This design comes from an exercise in tuning for small area on the open sky130 flow, not from production work. No run shown here included a check of the RTL's function; only the layout flow was run. No activity file was given, so power comes from the tool's default toggle rates.

<file path="flow/constraint.sdc">
create_clock -name core_clock -period 6.0 [get_ports {clk}]
set_input_delay 1.2000 -clock core_clock [delete_from_list [all_inputs] [get_ports {clk}]]
set_output_delay 1.2000 -clock core_clock [all_outputs]
set_load 0.01 [all_outputs]
</file>
<file path="flow/run.sh">
#!/bin/bash
# synth_recipe.tcl (not shown) runs the flow's synth.tcl, then flattens the netlist and writes it again
# the make line also repeats each setting of config.mk as NAME=value (left out here)
make -C /OpenROAD-flow-scripts/flow DESIGN_CONFIG=/design/flow/config.mk WORK_HOME=/design/flow/orfs CLKGATE_MAP_FILE= SYNTH_SCRIPT=/design/flow/synth_recipe.tcl finish
</file>
<file path="flow/design.v">
package dmem_pkg;
  localparam int WBUF_DEPTH_DEFAULT = 4;
endpackage
module wbuf_fifo #(
  parameter int DEPTH = 4,
  parameter int AW    = 6
) (
  input  logic          clk,
  input  logic          reset,
  input  logic          push,
  input  logic          pop,
  input  logic [AW-1:0] push_addr,
  input  logic [31:0]   push_data,
  output logic [3:0]    hit_sel,
  output logic [31:0]   ent_d0,
  output logic [31:0]   ent_d1,
  output logic [31:0]   ent_d2,
  output logic [31:0]   ent_d3,
  output logic [AW-1:0] head_addr,
  output logic [31:0]   retire_data,
  output logic [2:0]    count,
  output logic          full,
  output logic          empty
);
  logic [3:0][AW-1:0] ent_addr;
  logic [3:0][31:0]   ent_data;
  logic [1:0]         head;
  logic [1:0]         tail;
  logic [3:0]         live;
  logic [3:0]         match;
  assign full  = count[2];
  assign empty = (count == 3'd0);
  always_comb begin
    for (int k = 0; k < 4; k++) begin
      match[k]   = (ent_addr[k] == push_addr);
      hit_sel[k] = live[k] && match[k];
    end
  end
  assign ent_d0      = ent_data[0];
  assign ent_d1      = ent_data[1];
  assign ent_d2      = ent_data[2];
  assign ent_d3      = ent_data[3];
  assign head_addr   = ent_addr[head];
  assign retire_data = ent_data[head];
  always_ff @(posedge clk) begin
    if (reset) begin
      head  <= '0;
      tail  <= '0;
      count <= '0;
      live  <= '0;
    end else begin
      if (push) tail <= tail + 1'b1;
      if (pop)  head <= head + 1'b1;
      count <= count + 3'(push) - 3'(pop);
      for (int k = 0; k < 4; k++) begin
        if (push && 2'(k) == tail)     live[k] <= 1'b1;
        else if (pop && 2'(k) == head) live[k] <= 1'b0;
        else if (push && match[k])     live[k] <= 1'b0;
      end
    end
  end
  always_ff @(posedge clk) begin
    if (!reset && push) begin
      ent_addr[tail] <= push_addr;
      ent_data[tail] <= push_data;
    end
  end
endmodule
module dmem_wbuf #(
  parameter int    DEPTH     = 4,
  parameter int    AW        = 6,
  parameter        INIT_FILE = ""
) (
  input  logic                     clk,
  input  logic                     reset,
  input  logic                     memwrite,
  input  logic [31:0]              a,
  input  logic [31:0]              wd,
  output logic [31:0]              rd,
  output logic [$clog2(DEPTH):0]   count,
  output logic                     full,
  output logic                     empty
);
  logic [31:0]   mem [64];
  logic [5:0]    word;
  logic          retire;
  logic [3:0]    hit_sel;
  logic [31:0]   ent_d0, ent_d1, ent_d2, ent_d3;
  logic [5:0]    head_addr;
  logic [31:0]   retire_data;
  logic [63:0]   rsel_n;
  logic [31:0]   mem_rd;
  logic [31:0]   fwd_rd;
  assign word = a[7:2];
  assign retire = memwrite ? full : !empty;
  wbuf_fifo #(.DEPTH(4), .AW(6)) u_fifo (
    .clk         (clk),
    .reset       (reset),
    .push        (memwrite),
    .pop         (retire),
    .push_addr   (word),
    .push_data   (wd),
    .hit_sel     (hit_sel),
    .ent_d0      (ent_d0),
    .ent_d1      (ent_d1),
    .ent_d2      (ent_d2),
    .ent_d3      (ent_d3),
    .head_addr   (head_addr),
    .retire_data (retire_data),
    .count       (count),
    .full        (full),
    .empty       (empty)
  );
  always_ff @(posedge clk) begin
    if (!reset && retire) mem[head_addr] <= retire_data;
  end
  always_comb begin
    for (int i = 0; i < 64; i++) rsel_n[i] = (word != 6'(i));
    mem_rd = '1;
    for (int i = 0; i < 64; i++) mem_rd = mem_rd & ({32{rsel_n[i]}} | mem[i]);
  end
  assign fwd_rd = ({32{hit_sel[0]}} & ent_d0) | ({32{hit_sel[1]}} & ent_d1)
                | ({32{hit_sel[2]}} & ent_d2) | ({32{hit_sel[3]}} & ent_d3);
  assign rd = (hit_sel != 4'd0) ? fwd_rd : mem_rd;
endmodule
</file>
<file path="flow/config.mk">
export PLATFORM = sky130hd
export DESIGN_NAME = dmem_wbuf
export DESIGN_NICKNAME = dmem_wbuf
export VERILOG_FILES = /design/flow/design.v
export SDC_FILE = /design/flow/constraint.sdc
export NUM_CORES = 8
export LEC_CHECK = 0
export CAP_MARGIN = 20
export CORE_MARGIN = 2
export CORE_UTILIZATION = 40
export SLEW_MARGIN = 20
</file>
==> metrics.md, run 1 <==
| Metric | Value |
|---|---|
| R2r endpoint | `mem[16][1]` |
| Worst Tran Pin Value | `1361 ps` |
| Crit path DAT | `4950 ps` |
| Compound-cell area share of the yosys netlist | `9.620%` |
| DP Worst Slack | `-699.2 ps` |
| Layout area overhead | `21.36%` |
| Synth Area in Adders | `0.2186%` |
| Most used cell along the critical path | `buf_4` |
| Starting DRT DRC Count | `12960` |
| Area of the multi-input gates | `16600 sq um` |
| Max incr delay on CP | `580 ps` |
| Setup violations, final | `10` |
| Top Family by Delay on Critical Path | `simple AND/OR/NAND/NOR gates` |
| # fillers | `17290` |
| RSZ-0062 raised after global routing | `false` |
| Synth Area in XOR/XNOR | `0.2935%` |
| Count of flip-flops with a built-in enable after synthesis | `2200` |
| Port Buffers | `77` |
| Final HPWL DP | `229200 microns` |
| Antenna-violating nets left | `0` |
| Reg2Reg Depth | `5` |
| Clock tree sinks | `2211` |
| Vias in the first global route | `54730` |
| Async SR Flop Fraction | `0%` |
| Core Area | `207300 sq um` |
| Reg2reg start | `u_fifo.head[0]` |
| Antenna violations before repair | `36` |
| Largest net degree at the start of global routing | `68` |
| Max-Cap Viols | `0` |
| Hold Fails Final Rpt | `0` |
| IO Pins | `104` |
| Worst Path Max Fanout | `28` |
| Final Skew | `73.16 ps` |
| Syn nets | `5119` |
| Drt first pass iters | `8` |
| Clock latency (worst-skew pair) | `920 ps` |
| CP cell instances | `buf_6 -> buf_16 -> and4_1 -> buf_4 -> nand2_4 -> buf_4 -> o22ai_1 -> nor4_1 -> buf_4 -> nand4_1 -> or4_1 -> nand3_1 -> clkdlybuf4s50_1` |
| CTS buffer count | `217` |
| First-pass GRT wire length | `490800 microns` |
| Post-synthesis mux area share | `2.260%` |
| Syn avg cell area | `16.58 sq um` |
| #FFs+latches synth | `2211` |
| SO Faults | `negative setup slack` |
| Clock Path Buffers | `3` |
| TritonCTS clock tree | `yes` |
| Vias per inst | `6.894` |
| Drt total wl | `376400 microns` |
| P_leak | `32.94 nW` |
| Wire length per cell | `43.20 microns` |
| Total Die Area | `212500 sq um` |
| Synth cell types | `69` |
| CTS H-Tree Depth | `4` |
| Reg clk slew, reported paths | `60 ps` |
| Total power | `37.09 mW` |
| Fin. max-slew vios | `0` |
| Overflow after GRT | `0` |
| Status | `failed layout checks` |
| Syn Std Cell Area | `83550 sq um` |
| Synth Area in Simple Gates | `6.270%` |
| WP buf/inv | `6` |
| # rows | `167` |
| Initial Utilization | `40.31%` |
| Root buffer cell | `clkbuf_16` |
| Die height | `461.0 microns` |
| Fin nets | `5794` |
| Max rail drop VDD | `328.9 uV` |
| Sequential share of the synthesized area | `79.33%` |
| Max Freq | `162.5 MHz` |
| Largest family of logic cells by synthesized area | `compound AO/OA/AOI/OAI gates` |
| Period minus WS final | `6152 ps` |
| Nature of the critical path endpoint | `output port` |
| Top_reg_cell synth | `edfxtp_1` |
| Die width | `461.0 microns` |
| Layout cells sized above 1 | `20.91%` |
| Via count | `60070` |
| Final worst slack | `-152.3 ps` |
| WS Path Type | `input port to output port` |
| Final period utilization | `102.5%` |
| Worst path depth | `13` |
| Slowest CP cell | `or4_1` |
| GRT Total Usage | `34.77%` |
| PwrDens | `365.8 nW/um^2` |
| Drt drc | `0` |
| Syn. warnings | `2` |
| Placer Congestion | `0.9493` |
| CP Launch Type | `input port` |
| Worst hold path class | `register to register` |
| Slew HR | `9.088%` |
| Reg2reg setup slack | `2180 ps` |
| Worst Setup EP | `rd[24]` |
| Worst endpoint required time | `4800 ps` |
| Sequential Area | `66290 sq um` |
| Syn Inst Count | `5038` |
| Crit. Startpoint | `a[6]` |
synth_stat cells (6+ instances only):
cell       number  area (sq um)
or4_1          45         337.8
a211oi_1        6         45.04
and3_1          7         43.79
nor3_1         48         240.2
o221ai_1       33         289.0
nand3_1        83         415.4
o22a_1         49         429.2
xnor2_1        28         245.2
o22ai_1       769          4811
nand4_1        67         419.2
nor4_1        124         775.7
inv_1         122         457.9
buf_1          19         71.32
a32oi_1         6         52.55
edfxtp_1     2200         66060
buf_2          64         320.3
clkbuf_1      193         724.4
a22o_1         47         411.6
o32ai_1        16         140.1
nand2_2         6         37.54
or3_1          87         544.3
mux2i_1        66         660.6
nor2_1        249         934.7
o21ai_0       141         705.7
nand2_1       224         840.8
nor4bb_1        6         60.06
dfxtp_1        11         220.2
mux4_2         38         855.8
o2111ai_1      24         210.2
a32o_1          7         70.07
a22oi_1        58         435.4
ha_1           13         162.7
a21oi_1        15         75.07
buf_4          10         75.07
o2bb2ai_1       6         52.55
nor2b_1        20         125.1
mux2_2         33         371.6
a31oi_1         8         50.05
nand2b_1       14         87.58
worst min-delay path, delay by kind of cell (launching register included):
family / cells / cell delay, ps
flip-flops: 1 / 340
AO/OA/AOI/OAI: 1 / 90
AND/OR/NAND/NOR: 1 / 70
layer usage:
layer	part of all wire, %	up-vias	wire, microns	GRT usage, %
met5	0.080	-	301	0
met4	8.3	34	31380	23.27
li1	-	22030	-	-
met3	18	1512	66010	12.70
met2	41	6515	156200	49.12
met1	33	29980	122500	44.74
what timing repair did:
action                                  in CTS  in global routing
hold endpoints to repair                     0                  0
pin swaps                                    0                  2
hold buffers                                 0                  0
endpoints found under the setup margin      29                 16
gates cloned                                 0                  1
resized for setup                           28                 33
setup buffers                                1                  0
flip-flops by register name, summed over array words and instances (netlist names):
| signal | flops |
|---|---|
| mem | 2048 |
| u_fifo.count | 3 |
| u_fifo.ent_addr | 24 |
| u_fifo.ent_data | 128 |
| u_fifo.head | 2 |
| u_fifo.live | 4 |
| u_fifo.tail | 2 |
layout make-up:
| class | instances | share of cell area (%) |
|---|---|---|
| Sequential cell | 2211 | 65.38 |
| Multi-Input combinational cell | 2416 | 16.37 |
| Timing Repair Buffer | 744 | 7.496 |
| Clock buffer | 266 | 5.579 |
| Tap cell | 2788 | 3.440 |
| Clock inverter | 136 | 1.206 |
| Inverter | 123 | 0.4553 |
| Antenna cell | 29 | 0.07157 |
logic make-up (layout without fill, tap and decap cells):
| logic type | after synthesis | after routing |
|---|---|---|
| DFF | 2211 | 2211 |
| AOI/OAI and AO/OA | 1216 | 1216 |
| and+or+nand+nor | 1021 | 1021 |
| buffers and inverters | 411 | 1269 |
| muxes | 137 | 137 |
| xor gates and xnor gates | 28 | 28 |
| adders and majority gates | 14 | 14 |
| other | 0 | 29 |
power by group:
group / total, mW / internal (mW) / switching (mW)
clock: 13.3 / 7.24 / 6.10
combinational: 4.56 / 0.954 / 3.61
sequential: 19.2 / 19.1 / 0.129
total: 37.1 / 27.3 / 9.83
placed cells by master, fill, tap and decap left out, types with 81 or more instances in the layout:
master | Yosys | final
nor4_1 | 124 | 105
nand2_1 | 224 | 170
or3_1 | 87 | 87
o22ai_1 | 769 | 769
buf_4 | 10 | 520
nor2_1 | 249 | 178
inv_1 | 122 | 122
o21ai_0 | 141 | 140
nand3_1 | 83 | 81
buf_12 | 0 | 138
edfxtp_1 | 2200 | 2200
clkbuf_16 | 0 | 220
how the worst min path moves through the flow:
stage	from	to	slack, ps	depth (start not counted)
floorplan	u_fifo.live[1]	u_fifo.live[1]	480	2
global placement	u_fifo.live[1]	u_fifo.live[1]	510	2
detailed placement	u_fifo.live[1]	u_fifo.live[1]	520	2
CTS	u_fifo.live[1]	u_fifo.live[1]	540	2
global route	u_fifo.live[1]	u_fifo.live[1]	560	2
finish	u_fifo.live[1]	u_fifo.live[1]	530	2
metrics by stage:
stage	setup TNS [ps]	hold WS [ps]	util [%]	cells	area, sq um
after floorplan	0	479.7	-	5038	83550
after global placement	-3676	510.2	45.39	8280	94090
after detailed placement	-3591	520.1	45.39	8280	94090
after CTS	0	535.5	48.78	8683	101100
after global routing	0	559.2	48.89	8690	101300
final	-358.6	530.6	48.92	8713	101400
==> inputs of run 2 (changes only) <==
--- a/flow/config.mk
+++ b/flow/config.mk
@@ -7,5 +7,7 @@
 export LEC_CHECK = 0
 export CAP_MARGIN = 20
 export CORE_MARGIN = 2
-export CORE_UTILIZATION = 40
+export CORE_UTILIZATION = 60
+export CTS_BUF_LIST = sky130_fd_sc_hd__clkbuf_8
+export CTS_CLUSTER_SIZE = 30
 export SLEW_MARGIN = 20
==> run 2 against run 1 <==
Net effect:
- the layout still fails its checks (negative setup slack)
- worst hold slack improved by 15 ps
- design area is 2.0% lower
- combinational power grew 3%
- non-clock buffer count grew 15
- via count grew 2.2%
- cell count is 9.0% lower
- sequential cell count did not move
- setup slack better by 140 ps
- largest cell class unchanged
- global-route usage grew 18 points
- critical endpoint is now rd[12]
==> metrics.md, run 2 <==
| Metric | Value |
|---|---|
| Vias per inst | `7.742 (was 6.894)` |
| Highest routed layer | `met5 (unchanged)` |
| TritonCTS clock tree | `yes (unchanged)` |
| Top Family by Delay on Critical Path | `buffers and inverters (was simple AND/OR/NAND/NOR gates)` |
| Largest regs | `mem: 2048 flops, u_fifo.ent_data: 128 flops, u_fifo.ent_addr: 24 flops (unchanged)` |
| IO Pins | `104 (unchanged)` |
| Fin. max-slew vios | `0 (unchanged)` |
| CTS buffer count | `361 (was 217)` |
| First-pass GRT wire length | `487600 microns (was 490800 microns)` |
| Crit path DAT | `4820 ps (was 4950 ps)` |
| Slowest CP cell | `clkdlybuf4s50_1 (was or4_1)` |
| Worst hold path class | `register to register (unchanged)` |
| Reg2Reg Depth | `6 (was 5)` |
| Die height | `377.2 microns (was 461.0 microns)` |
| #FFs+latches synth | `2211 (unchanged)` |
| Hold wc startpoint | `u_fifo.live[2] (was u_fifo.live[1])` |
| # rows | `136 (was 167)` |
| Syn avg cell area | `16.58 sq um (unchanged)` |
| Drt first pass iters | `9 (was 8)` |
| Period minus WS final | `6016 ps (was 6152 ps)` |
| Synth Area in XOR/XNOR | `0.2935% (unchanged)` |
| # hold bufs at CTS | `0 (unchanged)` |
| Clock Path Buffers | `4 (was 3)` |
| Nature of the critical path endpoint | `output port (unchanged)` |
| Layout area overhead | `18.96% (was 21.36%)` |
| Max-Cap Viols | `0 (unchanged)` |
| GRT Total Usage | `52.52% (was 34.77%)` |
| Setup_tns | `-27.26 ps (was -358.6 ps)` |
| Fin cells | `7932 (was 8713)` |
| Layout cells sized above 1 | `21.79% (was 20.91%)` |
| Count of flip-flops with a built-in enable after synthesis | `2200 (unchanged)` |
| Root buffer cell | `clkbuf_8 (was clkbuf_16)` |
| Synth Area in Adders | `0.2186% (unchanged)` |
| Top post-synthesis cells by count | `edfxtp_1 (2200), o22ai_1 (769), nor2_1 (249) (unchanged)` |
| Compound-cell area share of the yosys netlist | `9.620% (unchanged)` |
| P_leak | `33.23 nW (was 32.94 nW)` |
| Hold Fails Final Rpt | `0 (unchanged)` |
| Syn nets | `5119 (unchanged)` |
| Final HPWL DP | `225500 microns (was 229200 microns)` |
| Largest register FFs | `2048 (unchanged)` |
| WP buf/inv | `8 (was 6)` |
| CTS H-Tree Depth | `5 (was 4)` |
| Drt total wl | `372500 microns (was 376400 microns)` |
| Clock tree sinks | `2211 (unchanged)` |
| Largest family of logic cells by synthesized area | `compound AO/OA/AOI/OAI gates (unchanged)` |
| Post-synthesis mux area share | `2.260% (unchanged)` |
| Port Buffers | `77 (unchanged)` |
| Max incr delay on CP | `530 ps (was 580 ps)` |
| Wire length per cell | `46.96 microns (was 43.20 microns)` |
| Total Die Area | `142300 sq um (was 212500 sq um)` |
| CP cell instances | `buf_6 -> buf_4 -> nor4bb_2 -> buf_4 -> nand2_2 -> buf_12 -> buf_4 -> buf_4 -> o22a_1 -> o221ai_1 -> nor3_1 -> nand4_1 -> o21ai_0 -> buf_4 -> clkdlybuf4s50_1 (was buf_6 -> buf_16 -> and4_1 -> buf_4 -> nand2_4 -> buf_4 -> o22ai_1 -> nor4_1 -> buf_4 -> nand4_1 -> or4_1 -> nand3_1 -> clkdlybuf4s50_1)` |
| Metal2 WL | `148300 microns (was 156200 microns)` |
| Largest net degree at the start of global routing | `83 (was 68)` |
| Syn Std Cell Area | `83550 sq um (unchanged)` |
| Worst endpoint required time | `4800 ps (about the same)` |
| Initial Utilization | `60.62% (was 40.31%)` |
| Slew HR | `20.74% (was 9.088%)` |
| Design Area, Final | `99400 sq um (was 101400 sq um)` |
| Synth Area in Simple Gates | `6.270% (unchanged)` |
| R2r endpoint | `mem[51][7] (was mem[16][1])` |
| Starting DRT DRC Count | `13160 (was 12960)` |
| Clock latency (worst-skew pair) | `1080 ps (was 920 ps)` |
| Sequential share of the synthesized area | `79.33% (unchanged)` |
| Top cell type's share of synthesized area | `79.07% (unchanged)` |
| Reg2reg setup slack | `1960 ps (was 2180 ps)` |
| Dpl cells | `7281 (was 8280)` |
| Placer Congestion | `0.9588 (was 0.9493)` |
| Most common cell after layout, fill and taps aside | `edfxtp_1 (unchanged)` |
| Most frequent cells in the layout | `edfxtp_1 (2200), o22ai_1 (769), buf_4 (530) (was edfxtp_1 (2200), o22ai_1 (769), buf_4 (520))` |
| Met1 wire length | `114700 microns (was 122500 microns)` |
| Fin nets | `5953 (was 5794)` |
| Syn Inst Count | `5038 (unchanged)` |
| Met3 wire length | `73490 microns (was 66010 microns)` |
| Most used cell along the critical path | `buf_4 (unchanged)` |
| Syn. warnings | `2 (unchanged)` |
| DP Worst Slack | `-314.2 ps (was -699.2 ps)` |
| Final Skew | `58.70 ps (was 73.16 ps)` |
| Worst Tran Pin Value | `1185 ps (was 1361 ps)` |
| Via count | `61410 (was 60070)` |
| Antenna violations before repair | `26 (was 36)` |
| Setup violations, final | `4 (was 10)` |
| Drt drc | `0 (unchanged)` |
| Worst Path Max Fanout | `20 (was 28)` |
| Cell with the most instances after synthesis | `edfxtp_1 (unchanged)` |
| Post-placement cell area | `92840 sq um (was 94090 sq um)` |
| CP Launch Type | `input port (unchanged)` |
| Core Area | `137800 sq um (was 207300 sq um)` |
| Top_reg_cell synth | `edfxtp_1 (unchanged)` |
| Reg clk slew, reported paths | `60 ps (about the same)` |
| Vias in the first global route | `56160 (was 54730)` |
| WS Path Type | `input port to output port (unchanged)` |
| Hold Path Stages | `2 (unchanged)` |
| Final worst slack | `-15.79 ps (was -152.3 ps)` |
| PwrDens | `357.6 nW/um^2 (was 365.8 nW/um^2)` |
| Top reg by flops | `mem (unchanged)` |
| Reg2reg start | `u_fifo.head[0] (unchanged)` |
| Area contributors post-synth | `edfxtp_1 (79%), o22ai_1 (5.8%), nor2_1 (1.1%), mux4_2 (1.0%), nand2_1 (1.0%) (unchanged)` |
| Post-synth top area cell | `edfxtp_1 (unchanged)` |
| Status | `failed layout checks (unchanged)` |
| Final period utilization | `100.3% (was 102.5%)` |
| Die width | `377.2 microns (was 461.0 microns)` |
| Max Freq | `166.2 MHz (was 162.5 MHz)` |
| Hold EP | `u_fifo.live[2] (was u_fifo.live[1])` |
| Synth cell types | `69 (unchanged)` |
| Max rail drop VDD | `339.5 uV (was 328.9 uV)` |
| Antenna-violating nets left | `0 (unchanged)` |
| Overflow after GRT | `0 (unchanged)` |
| Async SR Flop Fraction | `0% (unchanged)` |
| SO Faults | `negative setup slack (unchanged)` |
==> run 2: cell counts after synthesis <==
Identical to the previous run, type by type.
==> run 2: through the flow <==
| step | hold WS (ps) | util, % | power, mW |
|---|---|---|---|
| floorplan | 479.7 | - | 21.41 |
| global placement | 509.0 | 67.34 | 23.83 |
| detailed placement | 513.9 | 67.35 | 23.94 |
| CTS | 533.8 | 71.91 | 35.20 |
| global route | 561.2 | 72.07 | 36.15 |
| finish | 545.2 | 72.11 | 35.54 |
==> run 2: worst max path at each step <==
stage	endpoint	depth (start not counted)	from
floorplan	u_fifo.ent_addr[0]	2	memwrite
global placement	rd[23]	13	a[7]
detailed placement	rd[23]	15	a[5]
CTS	rd[23]	15	a[3]
global route	rd[5]	14	a[3]
finish	rd[12]	15	a[6]
==> run 2: per-layer routing <==
layer  up-vias  GRT usage (%)
met1     30000          67.29
met3      1888          24.34
met4        25          38.15
met5         -         0.6518
li1      22370              -
met2      7130          70.20
==> run 2: kinds of logic (layout without fill, tap and decap cells) <==
group           after synthesis  count (layout)
xor+xnor                     28              28
other cells                   0              24
buf+inv                     411            1487
mux                         137             137
compound gates             1216            1216
fa+ha+maj                    14              14
flops                      2211            2211
simple gates               1021            1021
==> run 2: where the power goes <==
group          switching, mW  internal, mW  total [mW]
logic                   3.73         0.965        4.70
clock network           5.95          5.70        11.7
registers              0.115          19.1        19.2
total                   9.80          25.7        35.5
==> run 2: worst register-to-register path, stage by stage (launching register included) <==
cell and delay [ps]:
dfxtp_4 410, buf_4 640, mux4_2 700, nor2b_1 190, nand2_1 480, nor2_4 760
buf_4 500
==> run 2: timing repair <==
item / 4_1_cts / 5_1_grt
gates resized for setup: 23 / 21
pin swaps: 2 / 2
endpoints found under the hold margin: 0 / 0
cloned: 1 / 0
setup endpoints to repair: 6 / 13
buffers inserted: 10 / 13
==> run 2: area by class of cell <==
cell class,instances,area [sq um]
clock buffers,367,5051
diodes,24,60.06
flip-flops and latches,2211,66290
inverters,123,461.7
fillers,8869,38440
repair buffers,759,7785
well taps,1794,2245
multi-input cells,2416,16510
clock inverters,238,998.5

afterwards: timing with drivers on the ports:
No port has a modelled driver above. Below, the same layouts with a new extraction and two added sets of constraints.
Step 1, drivers: a clkbuf_16 drives clk and a buf_2 each remaining input, both assumed.
Step 2 times the ports against the registers' clock, not the clock port: input delays grow and output delays shrink by t, the midpoint of the rising clock arrivals with the driver on.
Slacks: ideal / step 1 / step 2; pairs: ideal / step 1.
run	shift t [ns]	slack for setup (ns)	worst hold slack (ns)	clock arrival spread, ns	slew at the worst register clock pin (ns)
run 1	0.978	-0.152 / -0.185 / -0.185	0.531 / 0.531 / 0.531	0.081 / 0.081	0.07 / 0.07
run 2	1.133	-0.016 / -0.047 / -0.047	0.545 / 0.545 / 0.545	0.068 / 0.068	0.07 / 0.07
The setup slack of run 1, which loses most, moves by -0.033 ns with the drivers and by -0.033 ns with both steps.
